Source: an optimization exercise on an open RTL-to-GDS flow (aim: small area). Production flows keep margins and buffers that such runs may drop. In this exercise RTL edits were held to simulation tests only and were not proved equivalent to the original. Power figures rest on the tool's default switching activity, not on a simulated workload. The clock port is modelled as an ideal driver; clocking choices that lean on that would not hold on a real chip.

==> flow/design.v <==
`timescale 1ns/1ps
`default_nettype none
module jtag_dbg_top (
    input  logic tck,
    input  logic state_test_logic_reset,
    input  logic tms,
    input  logic tdi,
    output logic tdo
);
    localparam logic [3:0] EXIT2_DR = 4'h0, EXIT1_DR = 4'h1, SHIFT_DR = 4'h2, PAUSE_DR = 4'h3,
                           SEL_IR = 4'h4, UPDATE_DR = 4'h5, CAPTURE_DR = 4'h6, SEL_DR = 4'h7,
                           EXIT2_IR = 4'h8, EXIT1_IR = 4'h9, SHIFT_IR = 4'hA, PAUSE_IR = 4'hB,
                           RTI = 4'hC, UPDATE_IR = 4'hD, CAPTURE_IR = 4'hE, TLR = 4'hF;
    localparam logic [35:0] DBG_PORT_ID = 36'h0_1D0C_DB61;
    logic       rst;
    logic [3:0] st;
    logic [3:0] st_nx;
    logic       tap_rst;
    assign rst     = state_test_logic_reset;
    assign tap_rst = rst || (st == TLR);
    always_comb begin
        case (st)
            TLR:        st_nx = tms ? TLR : RTI;
            RTI:        st_nx = tms ? SEL_DR : RTI;
            SEL_DR:     st_nx = tms ? SEL_IR : CAPTURE_DR;
            CAPTURE_DR: st_nx = tms ? EXIT1_DR : SHIFT_DR;
            SHIFT_DR:   st_nx = tms ? EXIT1_DR : SHIFT_DR;
            EXIT1_DR:   st_nx = tms ? UPDATE_DR : PAUSE_DR;
            PAUSE_DR:   st_nx = tms ? EXIT2_DR : PAUSE_DR;
            EXIT2_DR:   st_nx = tms ? UPDATE_DR : SHIFT_DR;
            UPDATE_DR:  st_nx = tms ? SEL_DR : RTI;
            SEL_IR:     st_nx = tms ? TLR : CAPTURE_IR;
            CAPTURE_IR: st_nx = tms ? EXIT1_IR : SHIFT_IR;
            SHIFT_IR:   st_nx = tms ? EXIT1_IR : SHIFT_IR;
            EXIT1_IR:   st_nx = tms ? UPDATE_IR : PAUSE_IR;
            PAUSE_IR:   st_nx = tms ? EXIT2_IR : PAUSE_IR;
            EXIT2_IR:   st_nx = tms ? UPDATE_IR : SHIFT_IR;
            default:    st_nx = tms ? SEL_DR : RTI;  
        endcase
    end
    always_ff @(posedge tck) begin
        if (rst) st <= TLR;
        else     st <= st_nx;
    end
    logic cap_any, shift_any, cap_ir, shift_ir, shift_dr, upd_dr;
    assign cap_any   = (st[2:0] == 3'b110);  
    assign shift_any = (st[2:0] == 3'b010);  
    assign cap_ir    = (st == CAPTURE_IR);
    assign shift_ir  = (st == SHIFT_IR);
    assign shift_dr  = (st == SHIFT_DR);
    assign upd_dr    = (st == UPDATE_DR);
    logic ir_j;  
    logic ir_c;  
    logic [35:0] sr;  
    always_ff @(posedge tck) begin
        if (tap_rst) begin
            ir_j <= 1'b1;
            ir_c <= 1'b0;
        end else if (st == UPDATE_IR) begin
            ir_j <= (sr[3:0] == 4'b1010);
            ir_c <= (sr[3:0] == 4'b1011);
        end
    end
    logic [31:0] sel_q;    
    logic        sel_z;
    logic [31:0] taddr_q;  
    logic        taddr_z;
    logic [31:0] res_q;    
    logic        res_z;
    logic        fault;    
    logic [1:0]  bcnt;     
    logic        bwr;      
    logic        busy;
    assign busy = (bcnt != 2'd0);
    logic [35:0] cap_v;
    always_comb begin
        if (ir_j) begin
            cap_v = DBG_PORT_ID;
        end else begin
            cap_v[35:4] = (busy || res_z) ? 32'h0 : res_q;
            cap_v[3:0]  = busy ? 4'b0001 : (fault ? 4'b0100 : 4'b0010);
        end
    end
    logic ir_dr;  
    assign ir_dr = ir_j || ir_c;
    always_ff @(posedge tck) begin
        if (cap_any) begin
            sr[35:4] <= cap_v[35:4];
        end else if (shift_any) begin
            sr[35:4] <= {tdi, sr[35:5]};
        end
        if (cap_ir) begin
            sr[3:1] <= 3'b000;
        end else if (cap_any) begin
            sr[3:1] <= cap_v[3:1];
        end else if (shift_ir) begin
            sr[3:1] <= {tdi, sr[3:2]};
        end else if (shift_dr) begin
            sr[3:1] <= sr[4:2];
        end
        if (cap_ir) begin
            sr[0] <= 1'b1;
        end else if (cap_any) begin
            sr[0] <= ir_dr ? cap_v[0] : 1'b0;
        end else if (shift_any) begin
            sr[0] <= (shift_dr && !ir_dr) ? tdi : sr[1];
        end
    end
    assign tdo = shift_any ? sr[0] : 1'b0;
    logic [31:0] rq_data;
    logic [2:0]  rq_op;
    logic        rq_wr;
    logic        cdp_upd;
    logic        sel_fault;
    logic        dtr_go;
    assign rq_data   = sr[35:4];
    assign rq_op     = sr[3:1];
    assign rq_wr     = sr[0];
    assign cdp_upd   = ir_c && upd_dr;
    assign sel_fault = !sel_z && (sel_q[31:1] != 31'h0);
    assign dtr_go    = cdp_upd && (rq_op == 3'd2) && !sel_fault;
    logic [5:0] widx;
    assign widx = {sel_q[0] && !sel_z, taddr_z ? 5'h0 : taddr_q[4:0]};
    logic [5:0]        ph;
    logic [63:0][31:0] ring;
    logic [1:0]        clr_cnt;  
    logic              clr;
    logic              acc_now;  
    logic              acc_wr;
    logic [5:0]        ins_pos;
    logic [5:0]        rd_pos;
    logic [31:0]       wbus;
    logic [31:0]       tap;
    logic [15:0]       ins;
    always_ff @(posedge tck) begin
        ph <= ph + 6'd1;
    end
    assign clr     = rst || (clr_cnt != 2'd0);
    assign acc_now = dtr_go || busy;
    assign acc_wr  = busy ? bwr : rq_wr;
    assign ins_pos = widx + ph + 6'd1;
    assign rd_pos  = widx + ph;
    assign wbus    = clr ? 32'h0 : (busy ? res_q : rq_data);
    assign tap     = ring[{rd_pos[5:2], 2'b00}];
    always_comb begin
        for (int k = 0; k < 16; k++) begin
            ins[k] = clr || (acc_now && acc_wr && ins_pos == 6'(4 * k));
        end
    end
    always_ff @(posedge tck) begin
        for (int p = 0; p < 64; p++) begin
            if (p % 4 == 0 && ins[p / 4]) begin
                ring[p] <= wbus;
            end else begin
                ring[p] <= ring[(p + 63) % 64];
            end
        end
    end
    always_ff @(posedge tck) begin
        if (rst) clr_cnt <= 2'd3;
        else if (clr_cnt != 2'd0) clr_cnt <= clr_cnt - 2'd1;
    end
    always_ff @(posedge tck) begin
        if (cdp_upd && rq_op == 3'd0 && rq_wr) sel_q <= rq_data;
        if (cdp_upd && rq_op == 3'd1 && rq_wr) taddr_q <= rq_data;
    end
    always_ff @(posedge tck) begin
        if (tap_rst) begin
            sel_z   <= 1'b1;
            taddr_z <= 1'b1;
        end else begin
            if (cdp_upd && rq_op == 3'd0 && rq_wr) sel_z <= 1'b0;
            if (cdp_upd && rq_op == 3'd1 && rq_wr) taddr_z <= 1'b0;
        end
    end
    always_ff @(posedge tck) begin
        if (cdp_upd && rq_op[2:1] == 2'b00) begin
            res_q <= rq_wr ? rq_data : (rq_op[0] ? taddr_q : sel_q);
        end else if (dtr_go && rq_wr) begin
            res_q <= rq_data;
        end else if (acc_now && !acc_wr && rd_pos[1:0] == 2'b00) begin
            res_q <= tap;
        end
    end
    always_ff @(posedge tck) begin
        if (tap_rst) begin
            res_z <= 1'b1;
            fault <= 1'b0;
            bcnt  <= 2'd0;
        end else begin
            if (busy) bcnt <= bcnt - 2'd1;
            if (cdp_upd) begin
                case (rq_op)
                    3'd0: begin
                        res_z <= rq_wr ? 1'b0 : sel_z;
                        fault <= 1'b0;
                    end
                    3'd1: begin
                        res_z <= rq_wr ? 1'b0 : taddr_z;
                        fault <= 1'b0;
                    end
                    3'd2: begin
                        if (sel_fault) begin
                            res_z <= 1'b1;
                            fault <= 1'b1;
                        end else begin
                            res_z <= 1'b0;
                            fault <= 1'b0;
                            bcnt  <= 2'd3;
                        end
                    end
                    default: begin
                        res_z <= 1'b1;
                        fault <= 1'b1;
                    end
                endcase
            end
        end
    end
    always_ff @(posedge tck) begin
        if (dtr_go) bwr <= rq_wr;
    end
endmodule
`default_nettype wire
==> flow/run.sh <==
#!/bin/bash
# synth_recipe.tcl (not shown) runs the flow's synth.tcl, then flattens the netlist and writes it again
# the make line also repeats each setting of config.mk as NAME=value (left out here)
make -C /OpenROAD-flow-scripts/flow DESIGN_CONFIG=/design/flow/config.mk WORK_HOME=/design/flow/orfs CLKGATE_MAP_FILE= SYNTH_SCRIPT=/design/flow/synth_recipe.tcl finish
==> flow/config.mk <==
export PLATFORM = sky130hd
export DESIGN_NAME = jtag_dbg_top
export DESIGN_NICKNAME = jtag_dbg_top
export VERILOG_FILES = /design/flow/design.v
export SDC_FILE = /design/flow/constraint.sdc
export NUM_CORES = 4
export LEC_CHECK = 0
export CAP_MARGIN = 20
export CORE_MARGIN = 2
export CORE_UTILIZATION = 40
export SLEW_MARGIN = 20
==> flow/constraint.sdc <==
create_clock -name core_clock -period 10.0 [get_ports {tck}]
set_input_delay 2.0000 -clock core_clock [delete_from_list [all_inputs] [get_ports {tck}]]
set_output_delay 2.0000 -clock core_clock [all_outputs]
set_load 0.01 [all_outputs]
==> flow_summary.rst, run 1 <==
.. list-table::
   :header-rows: 1

   * - Metric
     - Value
   * - Number of buffer cells added on primary ports
     - 4
   * - Kind of start point of the critical path
     - register
   * - Met3 Track Usage GR
     - around 2.6%
   * - Via count
     - ~31,000
   * - #FFs+latches synth
     - ~2,200
   * - Number of vias per cell after detailed routing
     - 4.82
   * - Antenna-violating nets left
     - 0
   * - Ports placed on the boundary
     - 5
   * - Initial antenna violation count
     - 1
   * - Synth warnings
     - 1
   * - Cell area after technology mapping
     - ~60,000 sq um
   * - Router iterations before antenna repair
     - 5
   * - Layer carrying the most global-route usage
     - met2
   * - Sinks on the clock net
     - approximately 2,200
   * - GPL Wtd Cong
     - 0.831
   * - Required arrival time at the worst endpoint
     - about 11 ns
   * - Final design area excluding fillers
     - ~70,000 sq um
   * - Number of hold buffers added after cts
     - 0
   * - Layout overhead on the synthesized area
     - 14.6%
   * - Final worst path period need
     - approximately 5 ns
   * - Instance count along the most critical hold path
     - 0
   * - Reg-to-Reg End
     - ring[797]$_DFF_P_
   * - Worst hold path endpoint
     - ring[382]$_DFF_P_
   * - Buffers from clock root to sink, at most
     - 3
   * - Met1 Track Usage GR
     - ~25%
   * - Horiz. Die Dim
     - between 300 and 400 um
   * - Largest fanout on the critical path
     - 48
   * - Final core utilization
     - between 40% and 50%
   * - Slew of the pin with the lowest slew margin
     - ~1.2 ns
   * - Clock tree from TritonCTS
     - built
   * - Number of library cell types mapped by synthesis
     - between 50 and 60
   * - Height of the die
     - just under 400 um
   * - Final number of setup-violating endpoints
     - 0
   * - Clock transition at the register clock pins on the worst setup and hold paths after CTS
     - ~0.060 ns
   * - Post-route DRC violation count
     - 0
   * - Sequential area share after synthesis
     - between 70% and 80%
   * - Number of buffers inserted during clock tree synthesis
     - ~200
   * - Slack of the worst reg-to-reg path
     - roughly 5.0 ns
   * - Area of the core
     - 148,000 sq um
   * - Number of global-route vias before repair
     - between 30,000 and 40,000
   * - Synthesized netlist net count
     - ~4,300
   * - Wire length after detailed routing
     - between 100 and 150 mm
   * - GR Util All Layers
     - 17.2%
   * - Number of gates resized after cts
     - 0
   * - Post-synthesis instance total
     - 4,246
   * - Setup TNS Final
     - 0 ns
   * - Antenna diode instance count
     - 0
   * - Run status
     - finished clean
   * - Achievable Freq
     - 201 MHz
   * - Final cycle utilization of the critical path
     - between 40% and 50%
   * - Worst Setup End Kind
     - register
   * - Placed inst area
     - approximately 60,000 sq um
   * - Global-route wire length before repair
     - 198 mm
   * - Number of violations reported at the end of detailed-routing iteration 0
     - 2,048
   * - Critical R2R Launch
     - taddr_z$_SDFFE_PP1P_
   * - R2R cell count
     - 12
   * - Final Hold Violating Endpoints
     - 0
   * - Min-Delay Path Class
     - reg2reg
   * - Setup repair after global routing missed its margin
     - no
   * - Maximum number of pins on one net before global-route repair
     - roughly 200
   * - Half-perimeter wire length of the detailed placement result
     - just under 70 mm
   * - Synthesized area per cell
     - 14.1 sq um
   * - Global routing usage on met2
     - about a quarter
   * - Final Max Tran Viols
     - 0
   * - Power Dens Cells
     - 244 nW/um^2
   * - Primary flip-flop cell chosen by synthesis mapping
     - sky130_fd_sc_hd__dfxtp_1
   * - Post-layout net count
     - 4,264
   * - Max-cap violation count
     - 0
   * - Leakage power
     - between 20 and 25 nW
   * - Source-to-sink clock delay at the later pin of the worst-skew pair
     - 0.83 ns
   * - Initial Util
     - between 40% and 50%
   * - Overflow after GRT
     - 0
   * - Count of flip-flops with a built-in enable after synthesis
     - 129
   * - Worst slew slack as a fraction of its limit
     - 22.2%
   * - Routed wirelength normalized by instance count
     - ~21 um
   * - Skew final
     - between 0.04 and 0.05 ns
   * - DIE AREA
     - between 150,000 and 200,000 sq um
   * - Number of standard-cell rows in the floorplan
     - 141
   * - CTS H-tree depth
     - 4
   * - Critical path arrival
     - roughly 5.7 ns
   * - Fraction of final layout cells with drive strength greater than 1
     - between 10% and 20%
   * - Max rail drop VDD
     - 0.183 mV
   * - Hold path startpoint
     - ring[350]$_DFF_P_
   * - Post-synth ARST share
     - 0%
   * - Worst Path Class, Setup
     - reg2reg
   * - Clock root buffer master
     - sky130_fd_sc_hd__clkbuf_16
   * - Number of post-CTS setup repair buffers
     - 0
## cell usage in the layout (no fill, tap or decap), drive strengths merged, types with 7 or more instances in the layout
| master | count |
|---|---|
| clkinv | 47 |
| bufinv | 10 |
| nand3 | 178 |
| clkbuf | 290 |
| edfxtp | 129 |
| a22o | 18 |
| nor3 | 13 |
| mux4 | 128 |
| o2bb2ai | 11 |
| nor2b | 7 |
| o2111ai | 24 |
| buf | 50 |
| nor4 | 18 |
| o21ai | 199 |
| a21oi | 36 |
| inv | 26 |
| and3 | 7 |
| dfxtp | 2072 |
| xnor2 | 7 |
| ha | 7 |
| mux2i | 389 |
| a211o | 54 |
| nand2 | 612 |
| nor2 | 22 |
| mux2 | 11 |
## synthesized netlist by cell type, types with 12 or more instances
library cell,instances,share of area (%)
sky130_fd_sc_hd__a211o_1,54,0.79
sky130_fd_sc_hd__a21oi_1,36,0.30
sky130_fd_sc_hd__a22o_1,18,0.26
sky130_fd_sc_hd__buf_1,31,0.19
sky130_fd_sc_hd__buf_2,14,0.12
sky130_fd_sc_hd__buf_4,37,0.47
sky130_fd_sc_hd__clkbuf_1,166,1.0
sky130_fd_sc_hd__dfxtp_1,2072,69
sky130_fd_sc_hd__edfxtp_1,129,6.5
sky130_fd_sc_hd__inv_1,12,0.075
sky130_fd_sc_hd__mux2i_1,389,6.5
sky130_fd_sc_hd__mux4_2,128,4.8
sky130_fd_sc_hd__nand2_1,610,3.8
sky130_fd_sc_hd__nand3_1,178,1.5
sky130_fd_sc_hd__nor2_1,21,0.13
sky130_fd_sc_hd__o2111ai_1,24,0.35
sky130_fd_sc_hd__o21ai_0,139,1.2
sky130_fd_sc_hd__o21ai_1,60,0.50
## state kept, by name, indices dropped and copies added (netlist names)
register  count
fault         1
res_z         1
sel_q        32
clr_cnt       2
taddr_q      32
st            4
taddr_z       1
ph            6
sr           36
ring       2048
bcnt          2
bwr           1
res_q        32
sel_z         1
ir_c          1
ir_j          1
## power breakdown
group	total, mW	internal, mW	switching (mW)	leakage [nW]
clock	7.65	4.35	3.31	3.33
sequential	8.91	8.87	0.0393	17.8
combinational	0.164	0.0404	0.124	3.67
total	16.7	13.3	3.47	24.8
## layout make-up
cell class                      instances  area, sq um
Timing Repair Buffer                   54          469
Sequential cell                      2201        45400
Clock inverter                         77          913
Clock buffer                          290         5840
Inverter                               12         45.0
Fill cell                           12800        79600
Multi-Input combinational cell       1784        13400
Tap cell                             1930         2410
## worst max-delay path: stages, from the launching register on
cell	delay [ns]
sky130_fd_sc_hd__dfxtp_1	0.50
sky130_fd_sc_hd__nor2b_1	0.09
sky130_fd_sc_hd__ha_1	0.22
sky130_fd_sc_hd__fa_1	0.49
sky130_fd_sc_hd__a21oi_1	0.18
sky130_fd_sc_hd__o21bai_1	0.22
sky130_fd_sc_hd__xnor2_2	0.91
sky130_fd_sc_hd__buf_4	0.55
sky130_fd_sc_hd__nor2_1	0.14
sky130_fd_sc_hd__o2111ai_4	0.34
sky130_fd_sc_hd__buf_4	0.84
sky130_fd_sc_hd__nand3_1	0.18
sky130_fd_sc_hd__o21ai_0	0.14
## per-layer routing
metal / vias up / wire, um
met5: - / 16
met4: 2 / 3210
met3: 208 / 5500
met2: 638 / 58100
met1: 15300 / 64700
li1: 14400 / -
## cell families after synthesis
logic type / after synthesis / share of synthesized area [%]
DFF: 2201 / 75.9
AOI/OAI and AO/OA: 359 / 3.81
and+or+nand+nor: 876 / 6.39
buffers and inverters: 261 / 1.90
adders and majority gates: 8 / 0.180
xor gates and xnor gates: 13 / 0.226
muxes: 528 / 11.6
## metrics by stage
stage	power (mW)	std cells	hold slack (ns)	setup slack, ns
3_3_place_gp	9.27	5981	0.310	4.84
2_1_floorplan	9.21	4246	0.310	6.44
4_1_cts	16.9	6348	0.297	5.02
5_1_grt	17.3	6348	0.303	4.79
3_5_place_dp	9.27	5981	0.312	4.73
6_report	16.7	6348	0.296	5.01
## how the worst max path moves through the flow
stage	startpoint	to	slack (ns)	cells after the start
floorplan	taddr_q[0]$_DFFE_PP_	res_q[29]$_DFFE_PP_	6.44	11
global placement	state_test_logic_reset	ring[408]$_DFF_P_	4.84	6
detailed placement	state_test_logic_reset	ring[392]$_DFF_P_	4.73	6
CTS	taddr_z$_SDFFE_PP1P_	ring[395]$_DFF_P_	5.02	13
global route	taddr_z$_SDFFE_PP1P_	ring[403]$_DFF_P_	4.79	13
finish	taddr_z$_SDFFE_PP1P_	ring[797]$_DFF_P_	5.01	12
==> run 2, diff against run 1 <==
--- a/flow/design.v
+++ b/flow/design.v
@@ -125,36 +125,61 @@
     logic [63:0][31:0] ring;
     logic [1:0]        clr_cnt;  
     logic              clr;
-    logic              acc_now;  
-    logic              acc_wr;
+    logic              wr_now;   
+    logic              rd_now;   
+    logic              rq_dtr_wr;
     logic [5:0]        ins_pos;
     logic [5:0]        rd_pos;
     logic [31:0]       wbus;
+    logic [31:0]       tap_e;    
+    logic [31:0]       tap_o;    
     logic [31:0]       tap;
-    logic [15:0]       ins;
+    logic              rd_hit;
+    logic [15:0]       ins;      
+    logic [15:0]       hold_n;   
+    logic [15:0]       keep;     
     always_ff @(posedge tck) begin
         ph <= ph + 6'd1;
     end
-    assign clr     = rst || (clr_cnt != 2'd0);
-    assign acc_now = dtr_go || busy;
-    assign acc_wr  = busy ? bwr : rq_wr;
-    assign ins_pos = widx + ph + 6'd1;
-    assign rd_pos  = widx + ph;
-    assign wbus    = clr ? 32'h0 : (busy ? res_q : rq_data);
-    assign tap     = ring[{rd_pos[5:2], 2'b00}];
+    assign clr       = rst || (clr_cnt != 2'd0);
+    assign rq_dtr_wr = ir_c && rq_op == 3'd2 && rq_wr && !sel_fault;
+    assign wr_now    = (rq_dtr_wr && (((st == EXIT1_DR || st == EXIT2_DR) && tms) || st == UPDATE_DR))
+                    || (bwr && bcnt[1]);
+    assign rd_now    = (ir_c && !st[3] && st != SEL_IR && st != SEL_DR) || (busy && !bwr);
+    assign ins_pos   = widx + ph + 6'd1;
+    assign rd_pos    = widx + ph;
+    assign wbus      = rq_data;
     always_comb begin
         for (int k = 0; k < 16; k++) begin
-            ins[k] = clr || (acc_now && acc_wr && ins_pos == 6'(4 * k));
+            ins[k]    = !clr && wr_now && ins_pos == 6'(4 * k);
+            hold_n[k] = ins[k] || clr;
+            keep[k]   = !ins[k] && !clr;
         end
     end
     always_ff @(posedge tck) begin
         for (int p = 0; p < 64; p++) begin
-            if (p % 4 == 0 && ins[p / 4]) begin
-                ring[p] <= wbus;
+            if (p % 8 == 0) begin
+                ring[p] <= ~((ring[(p + 63) % 64] | {32{hold_n[p / 4]}}) & (~wbus | {32{!ins[p / 4]}}));
+            end else if (p % 8 == 4) begin
+                ring[p] <= ~((ring[p - 1] & {32{keep[p / 4]}}) | (wbus & {32{ins[p / 4]}}));
             end else begin
-                ring[p] <= ring[(p + 63) % 64];
+                ring[p] <= ring[p - 1];
             end
         end
+    end
+    always_comb begin
+        tap_e  = '0;
+        tap_o  = '0;
+        rd_hit = 1'b0;
+        for (int p = 0; p < 64; p += 6) begin
+            if (rd_pos == 6'(p)) begin
+                rd_hit = 1'b1;
+                if ((p / 4) % 2 == 0) tap_e = ring[p];
+                else                  tap_o = ring[p];
+            end
+        end
+        tap = (rd_pos == 6'd6 || rd_pos == 6'd12 || rd_pos == 6'd30 || rd_pos == 6'd36 ||
+               rd_pos == 6'd54 || rd_pos == 6'd60) ? ~tap_o : tap_e;
     end
     always_ff @(posedge tck) begin
         if (rst) clr_cnt <= 2'd3;
@@ -176,9 +201,9 @@
     always_ff @(posedge tck) begin
         if (cdp_upd && rq_op[2:1] == 2'b00) begin
             res_q <= rq_wr ? rq_data : (rq_op[0] ? taddr_q : sel_q);
-        end else if (dtr_go && rq_wr) begin
+        end else if (cdp_upd && rq_dtr_wr) begin
             res_q <= rq_data;
-        end else if (acc_now && !acc_wr && rd_pos[1:0] == 2'b00) begin
+        end else if (rd_now && rd_hit) begin
             res_q <= tap;
         end
     end
--- a/flow/config.mk
+++ b/flow/config.mk
@@ -8,4 +8,6 @@
 export CAP_MARGIN = 20
 export CORE_MARGIN = 2
 export CORE_UTILIZATION = 40
+export CTS_CLUSTER_DIAMETER = 80
+export CTS_CLUSTER_SIZE = 20
 export SLEW_MARGIN = 20
==> flow_summary.rst, run 2 <==
.. list-table::
   :header-rows: 1

   * - Metric
     - Value
   * - Final number of setup-violating endpoints
     - 0
   * - Number of flip-flops in the largest register
     - 2,048
   * - Final worst path period need
     - roughly 5.7 ns
   * - Min-Delay Path Class
     - reg2reg
   * - Layout overhead on the synthesized area
     - 8.97%
   * - Share of the synthesized area in the top cell type
     - between 70% and 80%
   * - Area of the core
     - ~140,000 sq um
   * - Clock root buffer master
     - sky130_fd_sc_hd__clkbuf_16
   * - Worst Setup End Kind
     - register
   * - Number of buffers inserted during clock tree synthesis
     - about 120
   * - Largest fanout on the critical path
     - 88
   * - Post-Route Hold Slack
     - 0.296 ns
   * - Number of standard-cell rows in the floorplan
     - roughly 140
   * - Count of flip-flops with a built-in enable after synthesis
     - 129
   * - Routed wirelength normalized by instance count
     - between 20 and 25 um
   * - Clock tree from TritonCTS
     - built
   * - Setup TNS Final
     - 0 ns
   * - Antenna-violating nets left
     - 0
   * - Setup repair after global routing missed its margin
     - no
   * - Achievable Freq
     - ~180 MHz
   * - CTS H-tree depth
     - 3
   * - Horiz. Die Dim
     - between 300 and 400 um
   * - Highest-count cells in the layout ignoring fill and taps
     - sky130_fd_sc_hd__dfxtp_1, sky130_fd_sc_hd__nand2_1, sky130_fd_sc_hd__a21oi_1, sky130_fd_sc_hd__o31ai_1, sky130_fd_sc_hd__and3_1
   * - Ports placed on the boundary
     - 5
   * - # placed instances
     - roughly 6,000
   * - Setup slack after layout
     - 4.31 ns
   * - Final design area excluding fillers
     - about 63,000 sq um
   * - Clock transition at the register clock pins on the worst setup and hold paths after CTS
     - around 0.080 ns
   * - Cell area after technology mapping
     - between 50,000 and 60,000 sq um
   * - Worst slew slack as a fraction of its limit
     - 19.7%
   * - Worst Path Class, Setup
     - in2reg
   * - DIE AREA
     - 147,000 sq um
   * - Source-to-sink clock delay at the later pin of the worst-skew pair
     - roughly 0.76 ns
   * - Commonest cells in the netlist
     - sky130_fd_sc_hd__dfxtp_1, sky130_fd_sc_hd__nand2_1, sky130_fd_sc_hd__a21oi_1
   * - Number of hold buffers added after cts
     - 0
   * - Commonest non-fill, non-tap cell in the layout
     - sky130_fd_sc_hd__dfxtp_1
   * - Via count
     - 31,200
   * - Final cycle utilization of the critical path
     - between 50% and 60%
   * - Sequential share of power
     - approximately 64%
   * - Fraction of final layout cells with drive strength greater than 1
     - under 10%
   * - Synthesized area per cell
     - 13.3 sq um
   * - Maximum number of pins on one net before global-route repair
     - 89
   * - Clock Power Share
     - a little over a third
   * - Final Hold Violating Endpoints
     - 0
   * - Max-cap violation count
     - 0
   * - Max rail drop VDD
     - about 0.15 mV
   * - Sequential area share after synthesis
     - 79.0%
   * - Height of the die
     - between 300 and 400 um
   * - Critical path arrival
     - roughly 6.3 ns
   * - Synthesized netlist net count
     - 4,323
   * - Required arrival time at the worst endpoint
     - ~11 ns
   * - Number of library cell types mapped by synthesis
     - 74
   * - Post-synth ARST share
     - 0%
   * - #FFs+latches synth
     - about 2,200
   * - Number of violations reported at the end of detailed-routing iteration 0
     - 3,215
   * - Final Max Tran Viols
     - 0
   * - Run status
     - finished clean
   * - Fraction of power consumed by combinational cells
     - between 1 and 1.5%
   * - Dominant cell by count in the synthesized netlist
     - sky130_fd_sc_hd__dfxtp_1
   * - Leakage power
     - between 20 and 25 nW
   * - Number of global-route vias before repair
     - ~30,000
   * - Half-perimeter wire length of the detailed placement result
     - slightly below 80 mm
   * - Placement Setup Slack
     - about 3.6 ns
   * - Initial antenna violation count
     - 14
   * - Number of vias per cell after detailed routing
     - 5.08
   * - Wire length after detailed routing
     - between 100 and 150 mm
   * - Power Dens Cells
     - approximately 230 nW/um^2
   * - Post-Layout Cell Count
     - between 6,000 and 7,000
   * - Switching share of power
     - 20.7%
   * - Leading registers by flop count
     - ring x2048, sr x36
   * - GR Util All Layers
     - a little under a fifth
   * - Post-layout net count
     - 4,206
   * - Buffers from clock root to sink, at most
     - 3
   * - Leading area contributor after synthesis
     - sky130_fd_sc_hd__dfxtp_1
   * - Sw Pwr
     - between 2 and 3 mW
   * - Primary flip-flop cell chosen by synthesis mapping
     - sky130_fd_sc_hd__dfxtp_1
   * - Router iterations before antenna repair
     - 5
   * - GPL Wtd Cong
     - roughly 0.83
   * - Slew of the pin with the lowest slew margin
     - around 1.2 ns
   * - Post-synthesis instance total
     - 4,311
   * - Placed inst area
     - 59,200 sq um
   * - Skew final
     - roughly 0.048 ns
   * - Number of buffer cells added on primary ports
     - 4
   * - Kind of start point of the critical path
     - input port
   * - Number of post-CTS setup repair buffers
     - 0
   * - Cell internal power dissipation
     - 11.2 mW
   * - Synth warnings
     - 1
   * - Top area cells in the synthesized netlist
     - sky130_fd_sc_hd__dfxtp_1, sky130_fd_sc_hd__edfxtp_1, sky130_fd_sc_hd__o31ai_1, sky130_fd_sc_hd__and3_1, sky130_fd_sc_hd__a21oi_1
   * - Register with the most flip-flops
     - ring
   * - Sinks on the clock net
     - 2,201
   * - Global-route wire length before repair
     - roughly 200 mm
   * - Number of gates resized after cts
     - 0
   * - Initial Util
     - ~40%
   * - Overflow after GRT
     - 0
   * - Post-route DRC violation count
     - 0
-- run 2: cell count changes after synthesis, moves of 42 or more --
cell	change
sky130_fd_sc_hd__buf_2	+88
sky130_fd_sc_hd__nand3_1	-149
sky130_fd_sc_hd__and3_1	+252
sky130_fd_sc_hd__a22oi_1	+62
sky130_fd_sc_hd__o21ai_0	-114
sky130_fd_sc_hd__nor2_1	+78
sky130_fd_sc_hd__mux4_2	-128
sky130_fd_sc_hd__nand2_1	-274
sky130_fd_sc_hd__o31ai_1	+276
sky130_fd_sc_hd__mux2i_1	-364
sky130_fd_sc_hd__a21oi_1	+287
sky130_fd_sc_hd__a211oi_1	+42
sky130_fd_sc_hd__a211o_1	-52
-- run 2: final cells by class --
type / count / area (sq um)
well taps: 1903 / 2380
inverters: 16 / 60.1
clock inverters: 9 / 109
repair buffers: 72 / 558
fillers: 12900 / 80400
clock buffers: 153 / 3220
diodes: 1 / 2.50
multi-input cells: 1782 / 10900
flip-flops and latches: 2201 / 45400
-- run 2: path summary, 6_finish.rpt --
check,startpoint,to,slack (ns),depth (start not counted)
max,state_test_logic_reset,ring[1174]$_DFF_P_,4.31,9
min reg2reg,ring[1869]$_DFF_P_,ring[1901]$_DFF_P_,0.30,0
min,ring[1869]$_DFF_P_,ring[1901]$_DFF_P_,0.30,0
max reg2reg,taddr_z$_SDFFE_PP1P_,ring[1160]$_DFF_P_,4.94,12
-- run 2: through the flow --
step                      utilization [%]  power [mW]
after CTS                            43.7        14.2
final                                43.8        14.1
after global placement               41.4        9.36
after detailed placement             41.4        9.37
after floorplan                         -        9.26
after global routing                 43.8        14.6
-- run 2: power groups by stage --
stage	registers, mW	logic, mW	clock network, mW
2_1_floorplan	9.09	0.177	0
3_5_place_dp	9.18	0.191	0
6_report	8.97	0.196	4.95
5_1_grt	8.98	0.207	5.38
3_3_place_gp	9.18	0.188	0
4_1_cts	8.97	0.191	5.06
-- run 2: cell families after synthesis --
group	synth area share (%)
AND/OR/NAND/NOR	7.23
buffers and inverters	2.39
flip-flops	79.0
AO/OA/AOI/OAI	10.3
XOR/XNOR	0.166
multiplexers	0.711
adder cells (fa/ha/maj)	0.187
-- run 2: critical path: stages --
cell	delay (ns)
sky130_fd_sc_hd__clkdlybuf4s50_1	0.58
sky130_fd_sc_hd__nor2b_4	0.16
sky130_fd_sc_hd__buf_4	0.69
sky130_fd_sc_hd__nand3_1	0.23
sky130_fd_sc_hd__nor2_2	0.58
sky130_fd_sc_hd__nand2_1	0.47
sky130_fd_sc_hd__nor3b_4	1.00
sky130_fd_sc_hd__buf_4	0.38
sky130_fd_sc_hd__a21oi_1	0.10
-- run 2: metal layers --
layer	track usage, %	routed length, um
met5	0	20
met3	2.61	7590
met2	28.7	61000
met1	27.4	66900
met4	5.69	3510
==> run 3, diff against run 2 <==
==> flow/flow/run.sh (new file) <==
#!/bin/bash
# Own layout flow: the standard layout (standard.sh), with two changes:
#  - synthesis maps logic with flow/abc_area.script, an area-oriented ABC script
#    (the rest of synth_recipe.tcl, flip-flop mapping included, is unchanged);
#  - clock tree synthesis builds larger sink clusters and inserts no dummy loads.
set -euo pipefail
here=$(pwd)
{
  head -n 1 synth_recipe.tcl
  echo "proc abc {args} { set i [lsearch \$args -script]; yosys abc {*}[lreplace \$args \$i [expr {\$i + 1}] -script $here/flow/abc_area.script] }"
  tail -n +2 synth_recipe.tcl
} > own_synth.tcl
export CTS_ARGS="-sink_clustering_enable -repair_clock_nets -sink_clustering_size 30 -sink_clustering_max_diameter 80 -dont_use_dummy_load"
bash standard.sh SYNTH_SCRIPT=$here/own_synth.tcl finish > flow_make.log 2>&1
==> flow/flow/abc_area.script (new file) <==
strash
ifraig
scorr
dc2
strash
&get -n
&dch -f
&nf -R 1000 -p
&put
==> flow/standard.sh (new file) <==
#!/bin/bash
# synth_recipe.tcl (not shown) runs the flow's synth.tcl, then flattens the netlist and writes it again
# the make line also repeats each setting of config.mk as NAME=value (left out here)
make -C /OpenROAD-flow-scripts/flow DESIGN_CONFIG=/design/flow/config.mk WORK_HOME=/design/flow/orfs CLKGATE_MAP_FILE= SYNTH_SCRIPT=/design/flow/synth_recipe.tcl "${@:-finish}"
--- a/flow/config.mk
+++ b/flow/config.mk
@@ -8,6 +8,4 @@
 export CAP_MARGIN = 20
 export CORE_MARGIN = 2
 export CORE_UTILIZATION = 40
-export CTS_CLUSTER_DIAMETER = 80
-export CTS_CLUSTER_SIZE = 20
 export SLEW_MARGIN = 20
removed: flow/run.sh
==> flow_summary.rst, run 3 <==
.. list-table::
   :header-rows: 1

   * - Metric
     - Value
   * - Synthesized area per cell
     - between 10 and 15 sq um
   * - DIE AREA
     - approximately 140,000 sq um
   * - Cell internal power dissipation
     - about 11 mW
   * - Min-Delay Path Class
     - reg2reg
   * - Number of library cell types mapped by synthesis
     - 46
   * - Number of violations reported at the end of detailed-routing iteration 0
     - roughly 3,300
   * - Final number of setup-violating endpoints
     - 0
   * - Global-route wire length before repair
     - 191 mm
   * - Max-cap violation count
     - 0
   * - Achievable Freq
     - 186 MHz
   * - Layout overhead on the synthesized area
     - 10.1%
   * - Commonest non-fill, non-tap cell in the layout
     - sky130_fd_sc_hd__dfxtp_1
   * - Sequential area share after synthesis
     - a little over four fifths
   * - Placed inst area
     - between 50,000 and 60,000 sq um
   * - Buffers from clock root to sink, at most
     - 3
   * - Clock tree from TritonCTS
     - built
   * - Ports placed on the boundary
     - 5
   * - Post-route DRC violation count
     - 0
   * - CTS H-tree depth
     - 3
   * - Synthesized netlist net count
     - roughly 3,700
   * - Required arrival time at the worst endpoint
     - between 10 and 15 ns
   * - Worst Path Class, Setup
     - reg2reg
   * - Worst Setup End Kind
     - register
   * - Max rail drop VDD
     - approximately 0.12 mV
   * - Dominant cell by count in the synthesized netlist
     - sky130_fd_sc_hd__dfxtp_1
   * - Number of post-CTS setup repair buffers
     - 0
   * - Commonest cells in the netlist
     - sky130_fd_sc_hd__dfxtp_1, sky130_fd_sc_hd__o21ai_0, sky130_fd_sc_hd__nand2_1
   * - Setup repair after global routing missed its margin
     - no
   * - Total length of routed met2 wires
     - around 58 mm
   * - Number of gates resized after cts
     - 0
   * - Antenna diode instance count
     - 0
   * - Half-perimeter wire length of the detailed placement result
     - roughly 79 mm
   * - GR Util All Layers
     - about a fifth
   * - Wire length after detailed routing
     - between 100 and 150 mm
   * - #FFs+latches synth
     - roughly 2,200
   * - Kind of start point of the critical path
     - register
   * - Largest fanout on the critical path
     - 33
   * - Number of buffers inserted during clock tree synthesis
     - 85
   * - Leakage power
     - 21.3 nW
   * - Power Dens Cells
     - approximately 230 nW/um^2
   * - Post-synth ARST share
     - 0%
   * - Register with the most flip-flops
     - ring
   * - Via count
     - ~29,000
   * - Slew of the pin with the lowest slew margin
     - 1.14 ns
   * - Sw Pwr
     - around 3.2 mW
   * - Number of hold buffers added after cts
     - 0
   * - Clock Power Share
     - between 20% and 30%
   * - Skew final
     - about 0.10 ns
   * - Number of standard-cell rows in the floorplan
     - ~130
   * - Post-layout net count
     - about 3,900
   * - Top area cells in the synthesized netlist
     - sky130_fd_sc_hd__dfxtp_1, sky130_fd_sc_hd__edfxtp_1, sky130_fd_sc_hd__a22oi_1, sky130_fd_sc_hd__o21ai_0, sky130_fd_sc_hd__nand2_1
   * - Initial Util
     - between 40% and 50%
   * - Cell area after technology mapping
     - between 50,000 and 60,000 sq um
   * - Maximum number of pins on one net before global-route repair
     - 71
   * - Placement Setup Slack
     - just over 4 ns
   * - Fraction of power consumed by combinational cells
     - between 4 and 5%
   * - Leading registers by flop count
     - ring x2048, sr x36
   * - Height of the die
     - ~370 um
   * - Critical path arrival
     - around 5.8 ns
   * - Routed wirelength normalized by instance count
     - 23.4 um
   * - Number of global-route vias before repair
     - ~27,000
   * - Overflow after GRT
     - 0
   * - Number of flip-flops in the largest register
     - slightly above 2,000
   * - Highest-count cells in the layout ignoring fill and taps
     - sky130_fd_sc_hd__dfxtp_1, sky130_fd_sc_hd__o21ai_0, sky130_fd_sc_hd__nand2_1, sky130_fd_sc_hd__a22oi_1, sky130_fd_sc_hd__edfxtp_1
   * - Number of buffer cells added on primary ports
     - 4
   * - Clock transition at the register clock pins on the worst setup and hold paths after CTS
     - between 0.1 and 0.15 ns
   * - Final worst path period need
     - 5.38 ns
   * - Post-Layout Cell Count
     - 5,648
   * - Antenna-violating nets left
     - 0
   * - DR top layer
     - met4
   * - Sequential share of power
     - between 60 and 70%
   * - Setup slack after layout
     - 4.62 ns
   * - Clock root buffer master
     - sky130_fd_sc_hd__clkbuf_16
   * - Router iterations before antenna repair
     - 6
   * - Pwr Total
     - around 14 mW
   * - Met1 Wirelength
     - 61.5 mm
   * - Run status
     - finished clean
   * - GPL Wtd Cong
     - 0.831
   * - Area of the core
     - around 130,000 sq um
   * - Leading area contributor after synthesis
     - sky130_fd_sc_hd__dfxtp_1
   * - Switching share of power
     - a little under a quarter
   * - Fraction of final layout cells with drive strength greater than 1
     - roughly 5.5%
   * - # placed instances
     - about 5,600
   * - Final Hold Violating Endpoints
     - 0
   * - Sinks on the clock net
     - 2,201
   * - Worst slew slack as a fraction of its limit
     - between 20% and 30%
   * - Final Max Tran Viols
     - 0
   * - Initial antenna violation count
     - 9
   * - Number of vias per cell after detailed routing
     - 5.12
   * - Horiz. Die Dim
     - roughly 370 um
   * - Final cycle utilization of the critical path
     - ~54%
   * - Number of filler instances in the final layout
     - between 10,000 and 15,000
   * - Routed length on met3
     - a little over 9 mm
   * - Primary flip-flop cell chosen by synthesis mapping
     - sky130_fd_sc_hd__dfxtp_1
   * - Share of the synthesized area in the top cell type
     - around three quarters
   * - Setup TNS Final
     - 0 ns
   * - Count of flip-flops with a built-in enable after synthesis
     - around 130
   * - Final design area excluding fillers
     - 59,500 sq um
   * - Synth warnings
     - 1
   * - Post-synthesis instance total
     - around 3,700
   * - Source-to-sink clock delay at the later pin of the worst-skew pair
     - 0.72 ns
run 3: cell types whose count changed after synthesis, sizes merged, moves of 25 or more:
cell / delta
clkbuf: -196
buf: -116
a211oi: -45
o211ai: +25
a21oi: -220
a222oi: +32
o21ai: +293
a22oi: +222
o31ai: -277
and3: -256
run 3: cells by family after synthesis:
family	after synthesis	share of synthesized area [%]
AOI/OAI and AO/OA	922	10.9
adders and majority gates	8	0.199
muxes	34	0.634
xor gates and xnor gates	16	0.259
DFF	2201	83.9
and+or+nand+nor	525	4.02
buffers and inverters	10	0.0695
run 3: area by class of cell:
type	count	area (sq um)	area share [%]
clock buffers	85	2130	3.57
inverters	10	37.5	0.0631
multi-input cells	1505	9030	15.2
flip-flops and latches	2201	45400	76.2
well taps	1768	2210	3.72
repair buffers	79	751	1.26
run 3: worst max-delay path, stage by stage (launching register included):
cell and delay, ns:
sky130_fd_sc_hd__dfxtp_1 0.50, sky130_fd_sc_hd__nor2b_1 0.13, sky130_fd_sc_hd__ha_1 0.29, sky130_fd_sc_hd__a21o_1 0.16, sky130_fd_sc_hd__a21oi_1 0.29, sky130_fd_sc_hd__o21bai_1 0.10
sky130_fd_sc_hd__a21oi_1 0.26, sky130_fd_sc_hd__xor2_1 0.22, sky130_fd_sc_hd__nand2_1 0.41, sky130_fd_sc_hd__nor3_2 0.09, sky130_fd_sc_hd__buf_4 0.34, sky130_fd_sc_hd__nor2_4 0.77
sky130_fd_sc_hd__nand3_1 0.14, sky130_fd_sc_hd__nor3_1 0.39, sky130_fd_sc_hd__a31o_1 0.22, sky130_fd_sc_hd__nand3_2 0.39, sky130_fd_sc_hd__buf_12 0.36
run 3: metrics by stage:
stage | utilization [%] | hold slack [ns]
global route | 44.5 | 0.268
global placement | 42.7 | 0.310
floorplan | - | 0.310
finish | 44.5 | 0.257
detailed placement | 42.8 | 0.312
CTS | 44.4 | 0.263
run 3: power groups by stage:
stage               clock (mW)  sequential [mW]  combinational [mW]
finish                    4.00             9.24               0.687
global route              4.38             9.26               0.730
CTS                       4.08             9.26               0.637
detailed placement           0             9.46               0.637
global placement             0             9.46               0.628
floorplan                    0             9.39               0.266
run 3: per-layer routing:
| layer | vias up | track usage [%] |
|---|---|---|
| li1 | 13300 | - |
| met1 | 14400 | 27.7 |
| met2 | 994 | 29.1 |
| met3 | 206 | 2.99 |
| met4 | 0 | 5.49 |
| met5 | - | 0 |
run 3: final timing paths:
kind	endpoint	startpoint	slack [ns]	depth (start not counted)
max	res_q[25]$_DFFE_PP_	taddr_z$_SDFFE_PP1P_	4.62	16
min	ring[379]$_DFF_P_	ring[347]$_DFF_P_	0.26	0
max reg2reg	res_q[25]$_DFFE_PP_	taddr_z$_SDFFE_PP1P_	4.62	16
min reg2reg	ring[379]$_DFF_P_	ring[347]$_DFF_P_	0.26	0
==> run 4, diff against run 3 <==
--- a/flow/flow/run.sh
+++ b/flow/flow/run.sh
@@ -10,5 +10,5 @@
   echo "proc abc {args} { set i [lsearch \$args -script]; yosys abc {*}[lreplace \$args \$i [expr {\$i + 1}] -script $here/flow/abc_area.script] }"
   tail -n +2 synth_recipe.tcl
 } > own_synth.tcl
-export CTS_ARGS="-sink_clustering_enable -repair_clock_nets -sink_clustering_size 30 -sink_clustering_max_diameter 80 -dont_use_dummy_load"
+export CTS_ARGS="-sink_clustering_enable -repair_clock_nets -sink_clustering_size 26 -sink_clustering_max_diameter 70 -dont_use_dummy_load"
 bash standard.sh SYNTH_SCRIPT=$here/own_synth.tcl finish > flow_make.log 2>&1
==> flow/flow/abc_area.script (replaced) <==
strash
ifraig
scorr
dc2
balance
rewrite
refactor
balance
rewrite -z
refactor -z
strash
dch -f
map -a
==> flow_summary.rst, run 4 <==
.. list-table::
   :header-rows: 1

   * - Metric
     - Value
   * - Number of hold buffers added after cts
     - 0
   * - Routed wirelength normalized by instance count
     - 24.4 um
   * - Clock Power Share
     - around 31%
   * - Placement Setup Slack
     - ~2.3 ns
   * - Required arrival time at the worst endpoint
     - around 11 ns
   * - Post-layout net count
     - approximately 3,800
   * - Cell internal power dissipation
     - 10.7 mW
   * - Max-cap violation count
     - 0
   * - Setup TNS Final
     - 0 ns
   * - Router iterations before antenna repair
     - 5
   * - Highest-count cells in the layout ignoring fill and taps
     - sky130_fd_sc_hd__dfxtp_1, sky130_fd_sc_hd__o22ai_1, sky130_fd_sc_hd__a22oi_1, sky130_fd_sc_hd__o21ai_0, sky130_fd_sc_hd__edfxtp_1
   * - DIE AREA
     - around 140,000 sq um
   * - Bufs and invs on worst path
     - 2
   * - Delay of the slowest cell on the worst path
     - 1.13 ns
   * - Dominant cell by count in the synthesized netlist
     - sky130_fd_sc_hd__dfxtp_1
   * - Final Max Tran Viols
     - 0
   * - Fraction of final layout cells with drive strength greater than 1
     - under 10%
   * - Via count
     - 28,800
   * - #FFs+latches synth
     - approximately 2,200
   * - Primary flip-flop cell chosen by synthesis mapping
     - sky130_fd_sc_hd__dfxtp_1
   * - Final Hold Violating Endpoints
     - 0
   * - Critical path arrival
     - 7.55 ns
   * - Fraction of power consumed by combinational cells
     - under 10%
   * - Number of flip-flops in the largest register
     - just over 2,000
   * - Count of flip-flops with a built-in enable after synthesis
     - around 130
   * - Cell-by-cell listing of the critical path
     - clkdlybuf4s50_1 -> nor2_1 -> clkinv_1 -> nor2_1 -> nand2_1 -> nor2_1 -> nand3_2 -> nand2_2 -> o22ai_1
   * - Worst slew slack as a fraction of its limit
     - 19.8%
   * - Clock transition at the register clock pins on the worst setup and hold paths after CTS
     - around 0.090 ns
   * - Overflow after GRT
     - 0
   * - Share of the synthesized area in the top cell type
     - between 70 and 80%
   * - Worst Path Class, Setup
     - in2reg
   * - Ports placed on the boundary
     - 5
   * - Setup repair after global routing missed its margin
     - no
   * - Number of gates resized after cts
     - 0
   * - Worst Setup End Kind
     - register
   * - Largest fanout on the critical path
     - 33
   * - Global-route wire length before repair
     - 193 mm
   * - Buffers from clock root to sink, at most
     - 3
   * - Number of global-route vias before repair
     - 27,600
   * - Worst path top cell family by delay
     - simple AND/OR/NAND/NOR gates
   * - Commonest cells in the netlist
     - sky130_fd_sc_hd__dfxtp_1, sky130_fd_sc_hd__o22ai_1, sky130_fd_sc_hd__a22oi_1
   * - GPL Wtd Cong
     - a little over 0.8
   * - Initial antenna violation count
     - 2
   * - GR Util All Layers
     - between 15 and 20%
   * - Number of library cell types mapped by synthesis
     - 32
   * - Leakage power
     - around 21 nW
   * - Maximum number of pins on one net before global-route repair
     - 64
   * - Cell area after technology mapping
     - between 50,000 and 60,000 sq um
   * - Sinks on the clock net
     - between 2,000 and 2,500
   * - Number of buffers inserted during clock tree synthesis
     - between 90 and 100
   * - Kind of start point of the critical path
     - input port
   * - Post-synthesis instance total
     - roughly 3,600
   * - Slew of the pin with the lowest slew margin
     - between 1 and 1.5 ns
   * - Synthesized area per cell
     - ~15 sq um
   * - Most prevalent standard cell on the critical path
     - sky130_fd_sc_hd__nor2_1
   * - Final cycle utilization of the critical path
     - between 70% and 80%
   * - Area of the core
     - around 130,000 sq um
   * - Synth warnings
     - 1
   * - Sw Pwr
     - about 3 mW
   * - Commonest non-fill, non-tap cell in the layout
     - sky130_fd_sc_hd__dfxtp_1
   * - Sequential area share after synthesis
     - around 85%
   * - Synthesized netlist net count
     - approximately 3,600
   * - Max rail drop VDD
     - between 0.1 and 0.15 mV
   * - Number of buffer cells added on primary ports
     - 4
   * - Number of post-CTS setup repair buffers
     - 0
   * - Horiz. Die Dim
     - around 370 um
   * - Skew final
     - about 0.072 ns
   * - Switching share of power
     - a little over a fifth
   * - CTS H-tree depth
     - 3
   * - Setup slack after layout
     - 2.96 ns
   * - Source-to-sink clock delay at the later pin of the worst-skew pair
     - 0.71 ns
   * - Run status
     - finished clean
   * - Top area cells in the synthesized netlist
     - sky130_fd_sc_hd__dfxtp_1, sky130_fd_sc_hd__edfxtp_1, sky130_fd_sc_hd__a22oi_1, sky130_fd_sc_hd__o22ai_1, sky130_fd_sc_hd__o21ai_0
   * - Antenna-violating nets left
     - 0
   * - Height of the die
     - 370 um
   * - Number of vias per cell after detailed routing
     - 5.20
   * - Clock tree from TritonCTS
     - built
   * - Leading registers by flop count
     - ring x2048, sr x36
   * - Half-perimeter wire length of the detailed placement result
     - a little under 80 mm
   * - Min-Delay Path Class
     - reg2reg
   * - Final number of setup-violating endpoints
     - 0
   * - Power Dens Cells
     - roughly 230 nW/um^2
   * - Clock root buffer master
     - sky130_fd_sc_hd__clkbuf_16
   * - Number of standard-cell rows in the floorplan
     - between 100 and 150
   * - Initial Util
     - between 40% and 50%
   * - Number of violations reported at the end of detailed-routing iteration 0
     - roughly 2,800
   * - Post-synth ARST share
     - 0%
   * - Register with the most flip-flops
     - ring
   * - Final worst path period need
     - 7.04 ns
   * - Sequential share of power
     - 65.4%
   * - Pwr Total
     - approximately 14 mW
   * - Achievable Freq
     - approximately 140 MHz
   * - Post-route DRC violation count
     - 0
   * - Layout overhead on the synthesized area
     - 10.4%
   * - Leading area contributor after synthesis
     - sky130_fd_sc_hd__dfxtp_1
   * - Crit path max-delay cell type
     - sky130_fd_sc_hd__nand2_2
   * - Wire length after detailed routing
     - around 140 mm
-- run 4: final cells by class --
class / instances / area [sq um]
antenna: 1 / 2.50
clock buffer: 98 / 2450
fill: 11800 / 74000
inverter: 114 / 428
multi-input combinational: 1290 / 8040
sequential: 2201 / 45400
tap: 1768 / 2210
timing repair buffer: 73 / 631
-- run 4: routing by layer --
metal / wire length [um] / global-route usage [%] / vias to the layer above / share of wire [%]
met5: 0 / 0 / - / 0
met4: 3700 / 5.44 / 0 / 2.7
met3: 8340 / 2.70 / 197 / 6.2
met2: 60500 / 30.3 / 905 / 45
met1: 62800 / 28.3 / 14600 / 46
li1: - / - / 13100 / -
-- run 4: power groups by stage --
stage          Clock (mW)  Sequential [mW]  Combinational [mW]
3_3_place_gp            0             9.16               0.470
5_1_grt              4.66             8.97               0.510
4_1_cts              4.34             8.96               0.475
3_5_place_dp            0             9.16               0.475
2_1_floorplan           0             9.17               0.191
6_report             4.26             8.96               0.481
-- run 4: worst paths after layout --
check,start,endpoint,slack (ns),cells past startpoint
worst max-delay path,state_test_logic_reset,ring[275]$_DFF_P_,2.96,9
worst min register to register,ring[812]$_DFF_P_,ring[844]$_DFF_P_,0.29,0
worst min-delay path,ring[812]$_DFF_P_,ring[844]$_DFF_P_,0.29,0
worst max register to register,sel_q[10]$_DFFE_PP_,ring[275]$_DFF_P_,3.73,10
-- run 4: cells by family after synthesis --
group	share of synthesized area (%)
adder cells (fa/ha/maj)	0.201
flip-flops	84.7
AO/OA/AOI/OAI	11.5
AND/OR/NAND/NOR	2.76
buffers and inverters	0.799
XOR/XNOR	0.0981
-- run 4: per-stage QoR --
stage	instances	utilization (%)	hold slack [ns]	area (sq um)
6_report	5545	44.4	0.288	59100
5_1_grt	5544	44.4	0.292	59100
4_1_cts	5542	44.4	0.293	59100
3_5_place_dp	5444	42.5	0.312	56600
3_3_place_gp	5442	42.5	0.310	56600
2_1_floorplan	3605	-	0.310	53600
==> run 5, diff against run 4 <==
--- a/flow/design.v
+++ b/flow/design.v
@@ -131,10 +131,6 @@
     logic [5:0]        ins_pos;
     logic [5:0]        rd_pos;
     logic [31:0]       wbus;
-    logic [31:0]       tap_e;    
-    logic [31:0]       tap_o;    
-    logic [31:0]       tap;
-    logic              rd_hit;
     logic [15:0]       ins;      
     logic [15:0]       hold_n;   
     logic [15:0]       keep;     
@@ -145,7 +141,7 @@
     assign rq_dtr_wr = ir_c && rq_op == 3'd2 && rq_wr && !sel_fault;
     assign wr_now    = (rq_dtr_wr && (((st == EXIT1_DR || st == EXIT2_DR) && tms) || st == UPDATE_DR))
                     || (bwr && bcnt[1]);
-    assign rd_now    = (ir_c && !st[3] && st != SEL_IR && st != SEL_DR) || (busy && !bwr);
+    assign rd_now    = !clr && ((ir_c && !st[3] && st != SEL_IR && st != SEL_DR) || res_z || (busy && !bwr));
     assign ins_pos   = widx + ph + 6'd1;
     assign rd_pos    = widx + ph;
     assign wbus      = rq_data;
@@ -167,20 +163,6 @@
             end
         end
     end
-    always_comb begin
-        tap_e  = '0;
-        tap_o  = '0;
-        rd_hit = 1'b0;
-        for (int p = 0; p < 64; p += 6) begin
-            if (rd_pos == 6'(p)) begin
-                rd_hit = 1'b1;
-                if ((p / 4) % 2 == 0) tap_e = ring[p];
-                else                  tap_o = ring[p];
-            end
-        end
-        tap = (rd_pos == 6'd6 || rd_pos == 6'd12 || rd_pos == 6'd30 || rd_pos == 6'd36 ||
-               rd_pos == 6'd54 || rd_pos == 6'd60) ? ~tap_o : tap_e;
-    end
     always_ff @(posedge tck) begin
         if (rst) clr_cnt <= 2'd3;
         else if (clr_cnt != 2'd0) clr_cnt <= clr_cnt - 2'd1;
@@ -198,14 +180,25 @@
             if (cdp_upd && rq_op == 3'd1 && rq_wr) taddr_z <= 1'b0;
         end
     end
-    always_ff @(posedge tck) begin
-        if (cdp_upd && rq_op[2:1] == 2'b00) begin
-            res_q <= rq_wr ? rq_data : (rq_op[0] ? taddr_q : sel_q);
-        end else if (cdp_upd && rq_dtr_wr) begin
-            res_q <= rq_data;
-        end else if (rd_now && rd_hit) begin
-            res_q <= tap;
-        end
+    logic        ld_data, ld_sel, ld_taddr, ld_upd;
+    logic [7:0]  ld_tap;
+    logic [31:0] res_d;
+    assign ld_data  = cdp_upd && ((rq_op[2:1] == 2'b00 && rq_wr) || rq_dtr_wr);
+    assign ld_sel   = cdp_upd && rq_op == 3'd0 && !rq_wr;
+    assign ld_taddr = cdp_upd && rq_op == 3'd1 && !rq_wr;
+    assign ld_upd   = ld_data || ld_sel || ld_taddr;
+    always_comb begin
+        for (int i = 0; i < 8; i++) begin
+            ld_tap[i] = rd_now && !ld_upd && rd_pos == 6'(8 * i);
+        end
+        res_d = ({32{ld_data}} & rq_data) | ({32{ld_sel}} & sel_q) | ({32{ld_taddr}} & taddr_q)
+              | ({32{!ld_upd && !(|ld_tap)}} & res_q);
+        for (int i = 0; i < 8; i++) begin
+            res_d = res_d | ({32{ld_tap[i]}} & ring[8 * i]);
+        end
+    end
+    always_ff @(posedge tck) begin
+        res_q <= res_d;
     end
     always_ff @(posedge tck) begin
         if (tap_rst) begin
--- a/flow/flow/run.sh
+++ b/flow/flow/run.sh
@@ -10,5 +10,5 @@
   echo "proc abc {args} { set i [lsearch \$args -script]; yosys abc {*}[lreplace \$args \$i [expr {\$i + 1}] -script $here/flow/abc_area.script] }"
   tail -n +2 synth_recipe.tcl
 } > own_synth.tcl
-export CTS_ARGS="-sink_clustering_enable -repair_clock_nets -sink_clustering_size 26 -sink_clustering_max_diameter 70 -dont_use_dummy_load"
+export CTS_ARGS="-sink_clustering_enable -repair_clock_nets -sink_clustering_size 30 -sink_clustering_max_diameter 70 -dont_use_dummy_load"
 bash standard.sh SYNTH_SCRIPT=$here/own_synth.tcl finish > flow_make.log 2>&1
--- a/flow/config.mk
+++ b/flow/config.mk
@@ -7,5 +7,6 @@
 export LEC_CHECK = 0
 export CAP_MARGIN = 20
 export CORE_MARGIN = 2
-export CORE_UTILIZATION = 40
+export CORE_UTILIZATION = 70
+export PLACE_DENSITY = 0.8
 export SLEW_MARGIN = 20
==> flow_summary.rst, run 5 <==
.. list-table::
   :header-rows: 1

   * - Metric
     - Value
   * - Source-to-sink clock delay at the later pin of the worst-skew pair
     - approximately 0.69 ns
   * - Height of the die
     - roughly 280 um
   * - Final cycle utilization of the critical path
     - approximately 64%
   * - Number of filler instances in the final layout
     - a little over 4,000
   * - Initial Util
     - between 70% and 80%
   * - Number of buffer cells added on primary ports
     - 4
   * - Leading area contributor after synthesis
     - sky130_fd_sc_hd__dfxtp_1
   * - Cell-by-cell listing of the critical path
     - clkdlybuf4s50_1 -> nor2_1 -> buf_4 -> clkinv_1 -> nor2_1 -> and3_2 -> nand2_2 -> nand2_2 -> o22ai_1
   * - Primary flip-flop cell chosen by synthesis mapping
     - sky130_fd_sc_hd__dfxtp_1
   * - Highest-count cells in the layout ignoring fill and taps
     - sky130_fd_sc_hd__dfxtp_1, sky130_fd_sc_hd__a22oi_1, sky130_fd_sc_hd__o22ai_1, sky130_fd_sc_hd__edfxtp_1, sky130_fd_sc_hd__clkinv_1
   * - Layout overhead on the synthesized area
     - 8.19%
   * - Largest fanout on the critical path
     - 33
   * - Leakage power
     - about 21 nW
   * - Achievable Freq
     - 157 MHz
   * - GPL Wtd Cong
     - slightly below 0.9
   * - Min-Delay Path Class
     - reg2reg
   * - Number of buffers inserted during clock tree synthesis
     - 84
   * - Worst Setup End Kind
     - register
   * - Initial antenna violation count
     - 5
   * - Clock transition at the register clock pins on the worst setup and hold paths after CTS
     - around 0.11 ns
   * - Number of post-CTS setup repair buffers
     - 0
   * - Post-route DRC violation count
     - 0
   * - DIE AREA
     - roughly 77,000 sq um
   * - CTS H-tree depth
     - 3
   * - Required arrival time at the worst endpoint
     - roughly 10 ns
   * - Final design area excluding fillers
     - ~56,000 sq um
   * - Top area cells in the synthesized netlist
     - sky130_fd_sc_hd__dfxtp_1, sky130_fd_sc_hd__edfxtp_1, sky130_fd_sc_hd__a22oi_1, sky130_fd_sc_hd__o22ai_1, sky130_fd_sc_hd__a221oi_1
   * - Buffers from clock root to sink, at most
     - 3
   * - Global-route wire length before repair
     - about 180 mm
   * - Leading registers by flop count
     - ring x2048, sr x36
   * - Run status
     - finished clean
   * - Area of the core
     - around 74,000 sq um
   * - Number of global-route vias before repair
     - about 28,000
   * - Fraction of final layout cells with drive strength greater than 1
     - between 5 and 6%
   * - Post-Layout Cell Count
     - 4,467
   * - Register with the most flip-flops
     - ring
   * - Post-Route Hold Slack
     - 0.294 ns
   * - # placed instances
     - 4,379
   * - Count of flip-flops with a built-in enable after synthesis
     - 97
   * - Number of flip-flops in the largest register
     - slightly above 2,000
   * - Antenna-violating nets left
     - 0
   * - Skew final
     - ~0.059 ns
   * - Setup TNS Final
     - 0 ns
   * - Post-synthesis instance total
     - 3,360
   * - Crit path max-delay cell type
     - sky130_fd_sc_hd__nand2_2
   * - Critical path arrival
     - roughly 7 ns
   * - Max rail drop VDD
     - roughly 0.22 mV
   * - Sequential area share after synthesis
     - 86.3%
   * - Post-synth ARST share
     - 0%
   * - Dominant cell by count in the synthesized netlist
     - sky130_fd_sc_hd__dfxtp_1
   * - Number of violations reported at the end of detailed-routing iteration 0
     - about 3,600
   * - GR Util All Layers
     - 32.5%
   * - Clock tree from TritonCTS
     - built
   * - Commonest non-fill, non-tap cell in the layout
     - sky130_fd_sc_hd__dfxtp_1
   * - Power Dens Cells
     - 246 nW/um^2
   * - Wire length after detailed routing
     - about 130 mm
   * - Worst slew slack as a fraction of its limit
     - approximately 18%
   * - Number of standard-cell rows in the floorplan
     - 100
   * - Horiz. Die Dim
     - 277 um
   * - Number of gates resized after cts
     - 0
   * - #FFs+latches synth
     - ~2,200
   * - Slew of the pin with the lowest slew margin
     - ~1.2 ns
   * - Cell area after technology mapping
     - around 52,000 sq um
   * - Setup repair after global routing missed its margin
     - no
   * - Kind of start point of the critical path
     - input port
   * - Overflow after GRT
     - 0
   * - Ports placed on the boundary
     - 5
   * - Bufs and invs on worst path
     - 3
   * - Max-cap violation count
     - 0
   * - Worst Path Class, Setup
     - in2reg
   * - Synthesized netlist net count
     - 3,372
   * - Worst path top cell family by delay
     - simple AND/OR/NAND/NOR gates
   * - Sinks on the clock net
     - between 2,000 and 2,500
   * - Delay of the slowest cell on the worst path
     - roughly 1.2 ns
   * - Placed inst area
     - between 50,000 and 60,000 sq um
   * - Final Hold Violating Endpoints
     - 0
   * - Half-perimeter wire length of the detailed placement result
     - between 70 and 80 mm
   * - Synth warnings
     - 1
   * - Via count
     - roughly 28,000
   * - Number of vias per cell after detailed routing
     - roughly 6.3
   * - Commonest cells in the netlist
     - sky130_fd_sc_hd__dfxtp_1, sky130_fd_sc_hd__a22oi_1, sky130_fd_sc_hd__o22ai_1
   * - Setup slack after layout
     - ~3.6 ns
   * - Maximum number of pins on one net before global-route repair
     - 39
   * - Post-layout net count
     - 3,509
   * - Clock root buffer master
     - sky130_fd_sc_hd__clkbuf_16
   * - Final number of setup-violating endpoints
     - 0
   * - Router iterations before antenna repair
     - 6
   * - Share of the synthesized area in the top cell type
     - between 80% and 90%
   * - Number of hold buffers added after cts
     - 0
   * - Placement Setup Slack
     - just under 3 ns
   * - Routed wirelength normalized by instance count
     - 28.2 um
   * - Synthesized area per cell
     - about 16 sq um
   * - Number of library cell types mapped by synthesis
     - 31
   * - Final worst path period need
     - 6.38 ns
   * - Final Max Tran Viols
     - 0
[run 5: changes by cell type in the layout (fill, tap and decap cells not counted), moves of 23 or more]
cell	delta
sky130_fd_sc_hd__a21oi_1	-63
sky130_fd_sc_hd__a22oi_1	+65
sky130_fd_sc_hd__buf_4	-33
sky130_fd_sc_hd__dfxtp_1	+34
sky130_fd_sc_hd__edfxtp_1	-32
sky130_fd_sc_hd__nand2_1	-36
sky130_fd_sc_hd__nand4_1	+23
sky130_fd_sc_hd__nor2_1	-44
sky130_fd_sc_hd__o21ai_0	-75
sky130_fd_sc_hd__o22ai_1	-47
[run 5: where the power goes]
part | internal (mW) | leakage, nW | switching (mW)
Clock | 1.52 | 1.04 | 2.42
Combinational | 0.140 | 1.72 | 0.534
Sequential | 8.99 | 17.9 | 0.267
[run 5: final cells by class]
| type | count | area, sq um | area share (%) |
|---|---|---|---|
| Sequential cell | 2201 | 45000 | 79.8 |
| Timing Repair Buffer | 51 | 643 | 1.14 |
| Tap cell | 969 | 1210 | 2.15 |
| Clock buffer | 84 | 2100 | 3.72 |
| Inverter | 92 | 345 | 0.612 |
| Multi-Input combinational cell | 1067 | 7100 | 12.6 |
| Antenna cell | 3 | 7.51 | 0.0133 |
[run 5: routing by layer]
layer	GRT usage [%]	routed length [um]
met1	44.9	50100
met2	51.0	57400
met3	6.14	12500
met4	14.1	6020
met5	0	13
[run 5: logic make-up after synthesis]
| logic type | Yosys count | share of synthesized area (%) |
|---|---|---|
| buffers and inverters | 92 | 0.662 |
| AND/OR/NAND/NOR | 268 | 2.28 |
| adder cells (fa/ha/maj) | 8 | 0.206 |
| XOR/XNOR | 7 | 0.118 |
| flip-flops | 2201 | 86.3 |
| AO/OA/AOI/OAI | 784 | 10.4 |
[run 5: final timing paths]
kind	startpoint	end	slack, ns	cells after the start
max	state_test_logic_reset	ring[1296]$_DFF_P_	3.62	9
min	ring[1879]$_DFF_P_	ring[1911]$_DFF_P_	0.29	0
max reg2reg	sel_q[24]$_DFFE_PP_	ring[1296]$_DFF_P_	3.66	11
min reg2reg	ring[1879]$_DFF_P_	ring[1911]$_DFF_P_	0.29	0
[run 5: worst register-to-register path, stage by stage (launching register included)]
cell	delay (ns)
sky130_fd_sc_hd__edfxtp_1	0.50
sky130_fd_sc_hd__nor4_1	0.91
sky130_fd_sc_hd__nand4_1	0.46
sky130_fd_sc_hd__o21ai_0	0.60
sky130_fd_sc_hd__nand4_1	0.25
sky130_fd_sc_hd__a21oi_1	0.19
sky130_fd_sc_hd__a21oi_1	0.12
sky130_fd_sc_hd__nor2_1	0.53
sky130_fd_sc_hd__and3_2	0.43
sky130_fd_sc_hd__nand2_2	0.69
sky130_fd_sc_hd__nand2_2	1.25
sky130_fd_sc_hd__o22ai_1	0.21
[run 5: stage by stage]
stage	total power [mW]	utilization [%]
4_1_cts	13.8	76.1
3_3_place_gp	10.0	72.8
2_1_floorplan	9.66	-
5_1_grt	14.2	76.2
6_report	13.9	76.2
3_5_place_dp	10.1	73.3

[what the ideal ports hide]
The flow's constraints put no driver on any port. The routed layouts listed below were extracted and timed again, unchanged, in two steps.
Step 1, drivers: a clkbuf_16 drives tck and a buf_2 each remaining input, both assumed.
Step 2 moves the port delays by t, midway between the first and last clock arrival at a register: inputs arrive t later, outputs are due t later. That takes back most of the time a late clock gives input paths.
Slacks: ideal ports / drivers / drivers and shift; pairs: ideal ports / drivers.
run | shift t [ns] | setup WS [ns] | clock arrival spread, ns
run 1 | 0.881 | 5.014 / 4.955 / 4.565 | 0.049 / 0.049
run 2 | 0.812 | 4.307 / 4.359 / 3.547 | 0.049 / 0.048
run 3 | 0.744 | 4.617 / 4.617 / 3.981 | 0.101 / 0.101
run 4 | 0.744 | 2.956 / 3.003 / 2.259 | 0.075 / 0.075
run 5 | 0.718 | 3.622 / 3.660 / 2.942 | 0.061 / 0.061
After both steps setup and hold are still met in every run listed. The setup slack of run 2, which loses most, moves by +0.052 ns with the drivers and by -0.760 ns with both steps.
